This is an optimization exercise on Yosys and OpenROAD, whose aim is small area and few clock cycles, not a production implementation. Where RTL was checked, it was by simulation tests only, not by an equivalence proof against the original. Power and IR drop assume default switching activity.

## v50
==> flow/design.v (excerpt) <==
module min_max_column_decimator_top (
    input  wire logic                                i_clk,
    input  wire logic                                i_rst_n,
    input  wire logic                                i_cfg_we,
    input  wire logic [mmcd_pkg::CFG_IDX_BITS-1:0]   i_cfg_idx,
    input  wire logic [mmcd_pkg::CFG_DATA_BITS-1:0]  i_cfg_data,
    input  wire logic                                i_sample_valid,
    output      logic                                o_sample_ready,
    input  wire logic [mmcd_pkg::SAMPLE_BITS-1:0]    i_sample,
    output      logic                                o_result_valid,
    input  wire logic                                i_result_ready,
    output      logic [mmcd_pkg::COL_BITS-1:0]       o_result_column,
    output      logic [mmcd_pkg::SAMPLE_BITS-1:0]    o_result_low_peak,
    output      logic [mmcd_pkg::SAMPLE_BITS-1:0]    o_result_high_peak,
    output      logic                                o_result_run_last,
    output      logic                                o_result_frame_last
);
==> flow/config.mk <==
export PLATFORM = sky130hd
export DESIGN_NAME = min_max_column_decimator_top
export DESIGN_NICKNAME = min_max_column_decimator_top
export VERILOG_FILES = /design/flow/design.v
export SDC_FILE = /design/flow/constraint.sdc
export NUM_CORES = 4
export LEC_CHECK = 0
export CAP_MARGIN = 20
export CORE_MARGIN = 2
export CORE_UTILIZATION = 40
export CTS_BUF_LIST = sky130_fd_sc_hd__clkbuf_4
export SLEW_MARGIN = 20
==> flow/constraint.sdc <==
create_clock -name core_clock -period 10.0 [get_ports {i_clk}]
set_input_delay 2.0000 -clock core_clock [delete_from_list [all_inputs] [get_ports {i_clk}]]
set_output_delay 2.0000 -clock core_clock [all_outputs]
set_load 0.01 [all_outputs]
standard.sh (not shown) runs the stock make flow with config.mk's settings and CLKGATE_MAP_FILE= SYNTH_SCRIPT=/design/flow/synth_recipe.tcl, a recipe that flattens the netlist after the stock synthesis.
==> flow/flow/run.sh <==
#!/bin/bash
# The standard layout (the standard.sh: standard synthesis, floorplan, place, CTS, route),
# with one change: buffer_ports gives each input and output port a sky130_fd_sc_hd__buf_1
# rather than the default buffer cell. Make's full output goes to standard.log here; ORFS's own
# per-step logs stay under orfs/logs.
set -euo pipefail
export BUFFER_PORTS_ARGS="-buffer_cell sky130_fd_sc_hd__buf_1"
bash standard.sh > standard.log 2>&1
Input changes introduced in v19 (baseline for comparison: v50):
- CTS_BUF_LIST: sky130_fd_sc_hd__clkbuf_4 -> sky130_fd_sc_hd__clkbuf_4 sky130_fd_sc_hd__clkbuf_8
==> notes.md <==
Summary of the comparison: number of global-route vias before repair is higher in v19, relative to v50.
There was hardly any difference in top achievable clock speed between v50 and v19.
For the total chip power, v19 came in 4.5% higher than v50 did.
The core of v19 is more densely filled than that of v50.
v19 ends up with a share of total power in combinational logic that is 1.9 points lower than in v50.
Measured against each other, v19 and v50 differ in fraction of area in registers, the higher figure coming from v50.
v19 vs v50, hold slack went down by 0.020 ns.
For v55, these inputs were changed with respect to v19:
- a change of CTS_BUF_LIST from sky130_fd_sc_hd__clkbuf_4 sky130_fd_sc_hd__clkbuf_8 to sky130_fd_sc_hd__clkbuf_8
- an added CTS_CLUSTER_SIZE of 30
- an added ABC_AREA of 1
Post-layout instance area (lower): v19
Per the comparison of v55 with v19, core region area up 65 µm²; routability congestion estimate from global placement up 5.0%.
On v55: largest net degree at the start of global routing is 5.1% higher than what v19 gave.
Between v55 and v19, the clock transition at the register clock pins on the worst setup and hold paths after CTS figures differ only marginally.
Cell area after placement in v55 vs v19: up about 0.37%
v55 ends up with a fraction of power consumed by combinational cells that is 0.5 points lower than in v19.
Relative to v19, fraction of the mapped netlist area in compound gates decreased by 1.0 points in v55.
Of the two values seen for beginning of the critical path, r_d[24] was produced by v19 and r_rs by v55.
Function was not checked in any run of this note: the RTL went through the layout flow alone.


## the previous run
Another version of the RTL of min_max_column_decimator_top (not shown whole).
Size: roughly 95 I/O pins, about 8400 µm² of cells after synthesis.
make LEC_CHECK=0 CAP_MARGIN=20 CORE_MARGIN=2 CORE_UTILIZATION=70 SLEW_MARGIN=20 finish   # period 10.0 ns
run.sh (not shown) runs the stock make flow with config.mk's settings and CLKGATE_MAP_FILE= SYNTH_SCRIPT=/design/flow/synth_recipe.tcl, a recipe that flattens the netlist after the stock synthesis.
Stock flow here: none of the scripts above is used.
Every stage of the flow completed for the previous run, and the final layout passed the timing, DRC and antenna checks.
Testbench counts of the previous run, summed over its fixed seeds: cycles 149,558.
--- input diff the previous run..the current run ---
Settings: swapping 70 for 40 in CORE_UTILIZATION.
Results
Global-route met2 utilization in the current run is 31 points below the previous run.
The current run vs. the previous run: met1 routing resource usage after global routing lost 18 points, share of the clock period used by the worst path after layout lost 2.1 points, initial cell density of the core lost 32 points, wire length lost 9.9%.


Another version of the RTL of min_max_column_decimator_top (not shown whole).
For scale: roughly 790 cells after synthesis, about 130 flip-flops, about 7400 um^2 of cells after synthesis.
export LEC_CHECK = 0
export CAP_MARGIN = 20
export CORE_MARGIN = 2
export CORE_UTILIZATION = 40
export CTS_BUF_LIST = sky130_fd_sc_hd__clkbuf_8
export PLACE_DENSITY = 0.8
export SLEW_MARGIN = 20
create_clock -name core_clock -period 10.0 [get_ports {i_clk}]
standard.sh (not shown) runs the stock make flow with config.mk's settings and CLKGATE_MAP_FILE= SYNTH_SCRIPT=/design/flow/synth_recipe.tcl, a recipe that flattens the netlist after the stock synthesis.
Scripts as last shown in full above: flow/flow/run.sh
The first run passed the timing, DRC and antenna checks.
Testbench counts at the start, summed over its fixed seeds: cycles 149,558.
==> next run, changes <==
==> flow/flow/run.sh (replaced) <==
#!/bin/bash
# The standard layout (the standard.sh: standard synthesis, floorplan, place, CTS, route),
# with two changes: buffer_ports gives each input and output port a sky130_fd_sc_hd__buf_1
# rather than the default buffer cell, and clock tree synthesis uses a clkbuf_16 at the root,
# clkbuf_8 inside the tree and clkbuf_4 at the register clusters. Make's full output goes to
# standard.log here; ORFS's own per-step logs stay under orfs/logs.
set -euo pipefail
export BUFFER_PORTS_ARGS="-buffer_cell sky130_fd_sc_hd__buf_1"
export CTS_ARGS="-sink_clustering_enable -repair_clock_nets -buf_list sky130_fd_sc_hd__clkbuf_4 -root_buf sky130_fd_sc_hd__clkbuf_16 -tree_buf sky130_fd_sc_hd__clkbuf_8 -sink_clustering_buffer sky130_fd_sc_hd__clkbuf_4"
bash standard.sh > standard.log 2>&1
--- a/flow/config.mk
+++ b/flow/config.mk
@@ -11,2 +10,0 @@
-export CTS_BUF_LIST = sky130_fd_sc_hd__clkbuf_8
-export PLACE_DENSITY = 0.8
Sequential share of layout area hardly moves. Setup slack got worse by 51 ps. Total power barely changes.


The RTL this note starts from:
==> flow/design.v <==
`default_nettype none
package mmcd_pkg;
    localparam int N_BITS        = 24;
    localparam int W_BITS        = 13;
    localparam int COL_BITS      = 12;
    localparam int SAMPLE_BITS   = 16;
    localparam int CFG_IDX_BITS  = 2;
    localparam int CFG_DATA_BITS = 24;
    localparam int D_BITS        = N_BITS + 1;
    localparam logic [N_BITS-1:0]   RESET_TOTAL = N_BITS'(1024);
    localparam logic [COL_BITS-1:0] RESET_WM1   = COL_BITS'(512 - 1);
endpackage
`default_nettype wire
`default_nettype none
module min_max_column_decimator_top (
    input  wire logic                                i_clk,
    input  wire logic                                i_rst_n,
    input  wire logic                                i_cfg_we,
    input  wire logic [mmcd_pkg::CFG_IDX_BITS-1:0]   i_cfg_idx,
    input  wire logic [mmcd_pkg::CFG_DATA_BITS-1:0]  i_cfg_data,
    input  wire logic                                i_sample_valid,
    output      logic                                o_sample_ready,
    input  wire logic [mmcd_pkg::SAMPLE_BITS-1:0]    i_sample,
    output      logic                                o_result_valid,
    input  wire logic                                i_result_ready,
    output      logic [mmcd_pkg::COL_BITS-1:0]       o_result_column,
    output      logic [mmcd_pkg::SAMPLE_BITS-1:0]    o_result_low_peak,
    output      logic [mmcd_pkg::SAMPLE_BITS-1:0]    o_result_high_peak,
    output      logic                                o_result_run_last,
    output      logic                                o_result_frame_last
);
    localparam int NB = mmcd_pkg::N_BITS;
    localparam int CB = mmcd_pkg::COL_BITS;
    localparam int SB = mmcd_pkg::SAMPLE_BITS;
    localparam int DB = mmcd_pkg::D_BITS;
    logic [NB-1:0] r_n;        
    logic [CB-1:0] r_wc;       
    logic          r_rs;       
    logic          wr;
    logic [12:0]   wdat;
    logic          clamp;
    logic [CB-1:0] wm1;        
    assign wr   = i_cfg_we && (i_cfg_idx[1] == 1'b0);
    assign wdat = i_cfg_data[12:0];
    always_ff @(posedge i_clk) begin
        if (!i_rst_n) begin
            r_n  <= mmcd_pkg::RESET_TOTAL;
            r_wc <= mmcd_pkg::RESET_WM1;
        end else if (i_cfg_we && i_cfg_idx == 2'd0) begin
            r_n <= (i_cfg_data == '0) ? NB'(1) : i_cfg_data;
        end else if (i_cfg_we && i_cfg_idx == 2'd1) begin
            r_wc <= (wdat == '0) ? '0 : wdat[12] ? '1 : CB'(wdat - 1'b1);
        end
    end
    always_ff @(posedge i_clk) begin
        r_rs <= !i_rst_n || wr;
    end
    assign clamp = (r_n[NB-1:7] == '0) && (r_wc[CB-1:5] >= r_n[6:0]);
    assign wm1   = clamp ? {7'(r_n[6:0] - 1'b1), 5'h1f} : r_wc;
    logic          r_bv;
    logic [SB-1:0] r_bs;
    logic          pop;
    assign o_sample_ready = !r_bv || pop;
    always_ff @(posedge i_clk) begin
        if (!i_rst_n) r_bv <= 1'b0;
        else          r_bv <= (r_bv && !pop) || i_sample_valid;
    end
    always_ff @(posedge i_clk) begin
        if (o_sample_ready) r_bs <= i_sample;
    end
    function automatic logic [13:0] add_lo(input logic [13:0] a,
                                           input logic [13:0] b,
                                           input logic        ci);
        logic cy;
        cy = ci;
        for (int k = 0; k < 14; k++) begin
            add_lo[k] = a[k] ^ b[k] ^ cy;
            cy        = (a[k] & b[k]) | (cy & (a[k] ^ b[k]));
        end
    endfunction
    function automatic logic lt_s(input logic [SB-1:0] a, input logic [SB-1:0] b);
        logic bw, ak, bk;
        bw = 1'b0;
        for (int k = 0; k < SB; k++) begin
            ak = (k == SB-1) ? !a[k] : a[k];
            bk = (k == SB-1) ? !b[k] : b[k];
            bw = (!ak & bk) | ((!ak | bk) & bw);
        end
        lt_s = bw;
    endfunction
    function automatic logic lt_c(input logic [CB-1:0] a, input logic [CB-1:0] b);
        logic bw;
        bw = 1'b0;
        for (int k = 0; k < CB; k++) begin
            bw = (!a[k] & b[k]) | ((!a[k] | b[k]) & bw);
        end
        lt_c = bw;
    endfunction
    logic [DB-1:0] r_d;
    logic [CB-1:0] r_c;
    logic          r_has;
    logic          r_lastc;    
    logic          r_nle;      
    logic [SB-1:0] r_min, r_max;
    logic          close, fin, pen, emit, fire, take, sel;
    logic [CB-1:0] c_p1;
    logic [SB-1:0] s;
    assign s     = r_bs;
    assign close = !r_d[DB-1];
    assign fin   = close && r_lastc;
    assign c_p1  = r_c + 1'b1;
    assign pen   = (c_p1 == wm1);
    assign take = (r_n[NB-1:CB] != '0) || lt_c(r_d[CB-1:0], r_n[CB-1:0]);
    assign sel  = r_rs || !close || (take && !r_lastc);
    localparam int LB = 13;
    localparam int HB = DB - LB;
    logic [LB-1:0] a_lo, n_lo, w_lo, s_lo, k_lo;
    logic [LB:0]   lo;
    logic [HB-1:0] h_op, hi;
    assign a_lo = r_rs ? '0 : r_d[LB-1:0];
    assign n_lo = (close || r_rs) ? ~r_n[LB-1:0] : '0;
    assign w_lo = sel ? LB'(wm1) : '0;                
    assign s_lo = a_lo ^ n_lo ^ w_lo;
    assign k_lo = (a_lo & n_lo) | (a_lo & w_lo) | (n_lo & w_lo);
    assign lo   = add_lo({1'b0, s_lo}, {k_lo, sel}, close && !r_rs);
    assign h_op = (close || r_rs) ? {1'b1, ~r_n[NB-1:LB]} : r_d[DB-1:LB];
    assign hi   = h_op + HB'(lo[LB]);
    assign emit = !r_rs && close && (r_lastc || r_bv);
    assign fire = !r_rs && (emit ? i_result_ready : r_bv);
    assign pop  = fire && !fin && sel;
    always_ff @(posedge i_clk) begin
        if (r_rs || fire) begin
            r_d   <= {hi, lo[LB-1:0]};
            r_has <= sel && !r_rs;
        end
    end
    always_ff @(posedge i_clk) begin
        if (r_rs) r_nle <= !hi[HB-1] || ((&hi) && (&lo[LB-1:0]));
    end
    always_ff @(posedge i_clk) begin
        if (r_rs || (fire && close)) begin
            r_c     <= (r_rs || fin) ? '0 : c_p1;
            r_lastc <= (r_rs || fin) ? (wm1 == '0) : pen;
        end
    end
    always_ff @(posedge i_clk) begin
        if (pop) begin
            if (close || !r_has || lt_s(s, r_min)) r_min <= s;
            if (close || !r_has || lt_s(r_max, s)) r_max <= s;
        end
    end
    assign o_result_valid      = emit;
    assign o_result_column     = r_c;
    assign o_result_low_peak   = r_has ? r_min : '0;
    assign o_result_high_peak  = r_has ? r_max : '0;
    assign o_result_run_last   = fin || (take && !(pen && r_nle));
    assign o_result_frame_last = r_lastc;
endmodule
`default_nettype wire
export LEC_CHECK = 0
export CAP_MARGIN = 20
export CORE_MARGIN = 2
export CORE_UTILIZATION = 40
export CTS_BUF_LIST = sky130_fd_sc_hd__clkbuf_4
export CTS_CLUSTER_SIZE = 10
export SLEW_MARGIN = 20
create_clock -name core_clock -period 10.0 [get_ports {i_clk}]
==> flow/flow/run.sh <==
#!/bin/bash
# The standard layout (the standard.sh: standard synthesis, floorplan, place, CTS, route),
# with one change: buffer_ports gives each input and output port a sky130_fd_sc_hd__buf_1
# rather than the default buffer cell. Make's full output goes to standard.log here; ORFS's own
# per-step logs stay under orfs/logs.
set -euo pipefail
export BUFFER_PORTS_ARGS="-buffer_cell sky130_fd_sc_hd__buf_1"
bash standard.sh > standard.log 2>&1
Testbench counts at the start, summed over its fixed seeds: cycles 149,558.
Rerun with:
- CTS_CLUSTER_SIZE: 10 -> 8
Effect: The new run finished with timing, DRC and antenna clean. Die area is unchanged. Wire length does not change. Clock power stays flat. Final cell count stays the same. Critical path depth is unchanged. Clock skew does not change. Register-to-register slack is about the same.
Rerun with:
- CTS_CLUSTER_SIZE: 8 -> 6
- The changed run completed without violations
- cell count does not change
- clock skew is unchanged
- utilization is unchanged
- maximum frequency stays the same
- combinational power is about the same
- hold slack is unchanged
- non-clock buffer count does not change


min_max_column_decimator_top, a different RTL version from the one above (not shown whole).
Size in the first run: ~830 cells after synthesis, ~130 flip-flops, about 95 I/O pins.
Design min_max_column_decimator_top, start of the top module:
module min_max_column_decimator_top (
    input  wire logic                                i_clk,
    input  wire logic                                i_rst_n,
    input  wire logic                                i_cfg_we,
    input  wire logic [mmcd_pkg::CFG_IDX_BITS-1:0]   i_cfg_idx,
    input  wire logic [mmcd_pkg::CFG_DATA_BITS-1:0]  i_cfg_data,
    input  wire logic                                i_sample_valid,
    output      logic                                o_sample_ready,
    input  wire logic [mmcd_pkg::SAMPLE_BITS-1:0]    i_sample,
    output      logic                                o_result_valid,
    input  wire logic                                i_result_ready,
    output      logic [mmcd_pkg::COL_BITS-1:0]       o_result_column,
    output      logic [mmcd_pkg::SAMPLE_BITS-1:0]    o_result_low_peak,
    output      logic [mmcd_pkg::SAMPLE_BITS-1:0]    o_result_high_peak,
    output      logic                                o_result_run_last,
    output      logic                                o_result_frame_last
);
clock: 10.0 ns
lec_check: 0
cap_margin: 5
core_margin: 2
core_utilization: 40
cts_buf_list: sky130_fd_sc_hd__clkbuf_8
slew_margin: 5
Scripts as last shown in full above: flow/flow/run.sh
Testbench counts at the start, summed over its fixed seeds: cycles 149,558.
Edit:
--- a/flow/config.mk
+++ b/flow/config.mk
@@ -11,0 +12,2 @@
+export GPL_ROUTABILITY_DRIVEN = 0
+export GPL_TIMING_DRIVEN = 0
Result:
- The changed run passed the timing, DRC and antenna checks
- die area stays the same
- cell area came out higher by 0.80%
- sequential power hardly moves
- routed wire length came out higher by 3.0%
- area after synthesis stays the same
- combinational power came out higher by about 2%
- fmax came out lower by 3.8%
Edit:
--- a/flow/config.mk
+++ b/flow/config.mk
@@ -8 +8 @@
-export CAP_MARGIN = 5
+export CAP_MARGIN = 20
@@ -12,3 +12 @@
-export GPL_ROUTABILITY_DRIVEN = 0
-export GPL_TIMING_DRIVEN = 0
-export SLEW_MARGIN = 5
+export SLEW_MARGIN = 20
Effect:
- routed wire length shrinks by 2.9%
- total power hardly moves
- die area stays the same
- sequential share of layout area grows by 0.29 points
- cell area shrinks by 0.79%
- critical path depth grows by 1

[what the ideal ports hide]
The results above use ideal ports. As a check the final layouts listed here were re-extracted and re-timed, cells and wires unchanged.
Step 1: set_driving_cell puts a clkbuf_16 on i_clk and a buf_2 on each other input, an assumption about the parent block.
Step 2 times the ports against the registers' clock, not the clock port: input delays grow and output delays shrink by t, the midpoint of the rising clock arrivals with the driver on.
Slacks: no drivers / after step 1 / after step 2; pairs: no drivers / after step 1.
run | t (ns) | setup WS [ns] | hold slack, ns | latest minus earliest clock arrival (ns) | worst data-port slew with drivers (ns)
v50 | 0.569 | 1.333 / 1.333 / 1.333 | 0.449 / 0.449 / 0.449 | 0.023 / 0.023 | 0.06
v19 | 0.480 | 1.318 / 1.318 / 1.318 | 0.428 / 0.428 / 0.428 | 0.016 / 0.016 | 0.06
v55 | 0.488 | 1.511 / 1.511 / 1.511 | 0.446 / 0.446 / 0.446 | 0.027 / 0.026 | 0.06
the previous run | 0.484 | 0.168 / 0.168 / 0.168 | 0.493 / 0.493 / 0.493 | 0.013 / 0.014 | 0.04
the current run | 0.463 | 0.376 / 0.376 / 0.376 | 0.471 / 0.471 / 0.471 | 0.013 / 0.013 | 0.05
the first run of note 3 | 0.491 | 1.078 / 1.054 / 0.562 | 0.441 / 0.441 / 0.441 | 0.018 / 0.017 | 0.06
the second run of note 3 | 0.413 | 1.027 / 1.017 / 0.604 | 0.443 / 0.443 / 0.443 | 0.008 / 0.008 | 0.05
the first run of note 4 | 0.551 | 0.626 / 0.626 / 0.626 | 0.489 / 0.489 / 0.489 | 0.022 / 0.022 | 0.08
the second run of note 4 | 0.551 | 0.626 / 0.626 / 0.626 | 0.489 / 0.489 / 0.489 | 0.022 / 0.022 | 0.08
the third run of note 4 | 0.551 | 0.626 / 0.626 / 0.626 | 0.489 / 0.489 / 0.489 | 0.022 / 0.022 | 0.08
the first run of note 5 | 0.481 | 1.320 / 1.320 / 1.320 | 0.429 / 0.429 / 0.429 | 0.016 / 0.016 | 0.06
the second run of note 5 | 0.486 | 0.975 / 0.975 / 0.975 | 0.431 / 0.431 / 0.431 | 0.013 / 0.012 | 0.05
the third run of note 5 | 0.481 | 1.320 / 1.320 / 1.320 | 0.429 / 0.429 / 0.429 | 0.016 / 0.016 | 0.06
After both steps every run listed still meets setup and hold. The setup slack of the first run of note 3, which loses most, moves by -0.024 ns with the drivers and by -0.516 ns with both steps.
